Context: an optimization exercise on an open-source flow, tuned for small area, a short achievable clock period and few clock cycles per item. The choices shown serve that exercise and are no tape-out recipe.
The RTL was checked by simulation tests, not by an equivalence proof against the original design.
Power and IR drop assume default switching activity.

## linear_probe_id_table
module linear_probe_id_table
#(
  parameter int unsigned TABLE_DEPTH = lpit_pkg::DEF_TABLE_DEPTH
) (
  input  logic              clk,
  input  logic              rst_n,
  input  logic              in_valid,
  output logic              in_stall,
  input  logic [1:0]        in_req_type,
  input  logic [lpit_pkg::ID_W-1:0]   in_identifier,
  output logic              out_valid,
  input  logic              out_stall,
  output logic              out_status,
  output logic [lpit_pkg::SLOT_W-1:0] out_slot,
  output logic [lpit_pkg::ID_W-1:0]   out_uuid,
  output logic              out_was_present,
  input  logic              psel,
  input  logic              penable,
  input  logic              pwrite,
  input  logic [lpit_pkg::ADDR_W-1:0] paddr,
  input  logic [lpit_pkg::DATA_W-1:0] pwdata,
  output logic [lpit_pkg::DATA_W-1:0] prdata,
  output logic              pready
);
For scale: ~11000 cells after synthesis, about 3000 flip-flops, roughly 130000 µm² of cells after synthesis.
Settings: LEC_CHECK=0, CAP_MARGIN=20, CORE_MARGIN=2, CORE_UTILIZATION=50, CTS_BUF_LIST=sky130_fd_sc_hd__clkbuf_16, CTS_CLUSTER_DIAMETER=80, CTS_CLUSTER_SIZE=18, SETUP_SLACK_MARGIN=2.5, SLEW_MARGIN=20; clock period 6.0 ns.
run.sh (not shown) runs the stock make flow with config.mk's settings and CLKGATE_MAP_FILE= SYNTH_SCRIPT=/design/flow/synth_recipe.tcl, a recipe that flattens the netlist after the stock synthesis.
Testbench counts at the start, summed over its fixed seeds: cycles 7,392, items 7,200.
Rerun with:
--- a/flow/design.v
+++ b/flow/design.v
@@ -1394,34 +1394,42 @@
   logic [IW-7:0] id_hi, hi_dec;
   logic [IW-1:0] k_key;
   assign home    = s8_rem;
   assign k_next  = (sreq[K] == lpit_pkg::REQ_NEXT_UUID);
   assign lo_diff = sub6(sid[K][5:0], home);
   assign id_hi   = sid[K][IW-1:6];
   assign hi_dec  = dec26(id_hi);
   assign k_key = k_next ? {lo_diff[6] ? hi_dec : id_hi, lo_diff[5:0]} : sid[K];
+  function automatic logic same_key(input logic [IW-1:0] x);
+    logic hi_id, hi_dec_eq, lo_id, lo_base;
+    hi_id     = (id_hi == x[IW-1:6]);
+    hi_dec_eq = (hi_dec == x[IW-1:6]);
+    lo_id     = (sid[K][5:0] == x[5:0]);
+    lo_base   = (lo_diff[5:0] == x[5:0]);
+    same_key  = k_next ? ((lo_diff[6] ? hi_dec_eq : hi_id) & lo_base) : (hi_id & lo_id);
+  endfunction
   logic          pv, p_alloc, p_release, p_next, p_free_ok;
   logic          p_same_t, p_same_r;    
   logic [IW-1:0] tkey, rkey;
   logic [IW-1:0] pkey;
   logic [5:0]    pstart;
   always_ff @(posedge clk) begin
     if (!rst_n) pv <= 1'b0;
     else if (!hold) pv <= adv & sv[K];
   end
   always_ff @(posedge clk) begin
     if (!hold) begin
       p_alloc   <= (sreq[K] == lpit_pkg::REQ_ALLOC);
       p_release <= (sreq[K] == lpit_pkg::REQ_RELEASE);
       p_next    <= k_next;
       p_free_ok <= (sreq[K] == lpit_pkg::REQ_ALLOC) | k_next;
       pkey      <= k_key;
-      p_same_t  <= (k_key == pkey);
-      p_same_r  <= (k_key == tkey);
+      p_same_t  <= same_key(pkey);
+      p_same_r  <= same_key(tkey);
       pstart    <= k_next ? 6'd0 : home;
     end
   end
   logic          tv, t_alloc, t_release, t_next;
   logic [D-1:0]  tm_hi, tm_lo;    
   logic [D-1:0]  in_ring, valid, eq_now, eq_c, m0, m_next, from_start;
   logic [D-1:0]  pick, t_w, r_wr, set_valid, clr_valid;
   logic          same_t, same_r, t_new;
Clock-buffer cell count went up by 3.
Wire length went down slightly.
Global-route usage went down by 0.37 points.
Power went up slightly.
Via count went down slightly.
Design area stays flat.
Flip-flop and latch count stays the same.
Worst hold slack improved by 0.026 ns.
Sequential power hardly moves.
Clock power stays flat.
Die area stays flat.
First-iteration DRC count went up slightly.
Combinational power went up by a few percent.
Testbench counts after the change, summed over its fixed seeds: cycles 7,392, items 7,200.

static timing again, ports no longer ideal:
The flow's constraints put no driver on any port. The routed layouts listed below were extracted and timed again, unchanged, in two steps.
Step 1 sets driving cells, clkbuf_16 on the clock port and buf_2 on the other inputs (assumed; they add their load-dependent delay and slew).
Step 2, shift: input delay + t, output delay - t, t = (earliest + latest rising clock arrival at the registers) / 2. This alone moves slack from input paths to output paths.
Slacks: no drivers / after step 1 / after step 2; pairs: no drivers / after step 1.
| run | t (ns) | setup slack, ns | pins driven straight from the clock port |
|---|---|---|---|
| the first run | 0.998 | 2.338 / 2.338 / 1.470 | 1 |
| the second run | 1.010 | 2.345 / 2.345 / 1.832 | 1 |
After both steps setup and hold are still met in every run listed. For the first run, which loses most, drivers alone change the setup slack by 0.000 ns; drivers and shift together by -0.868 ns.
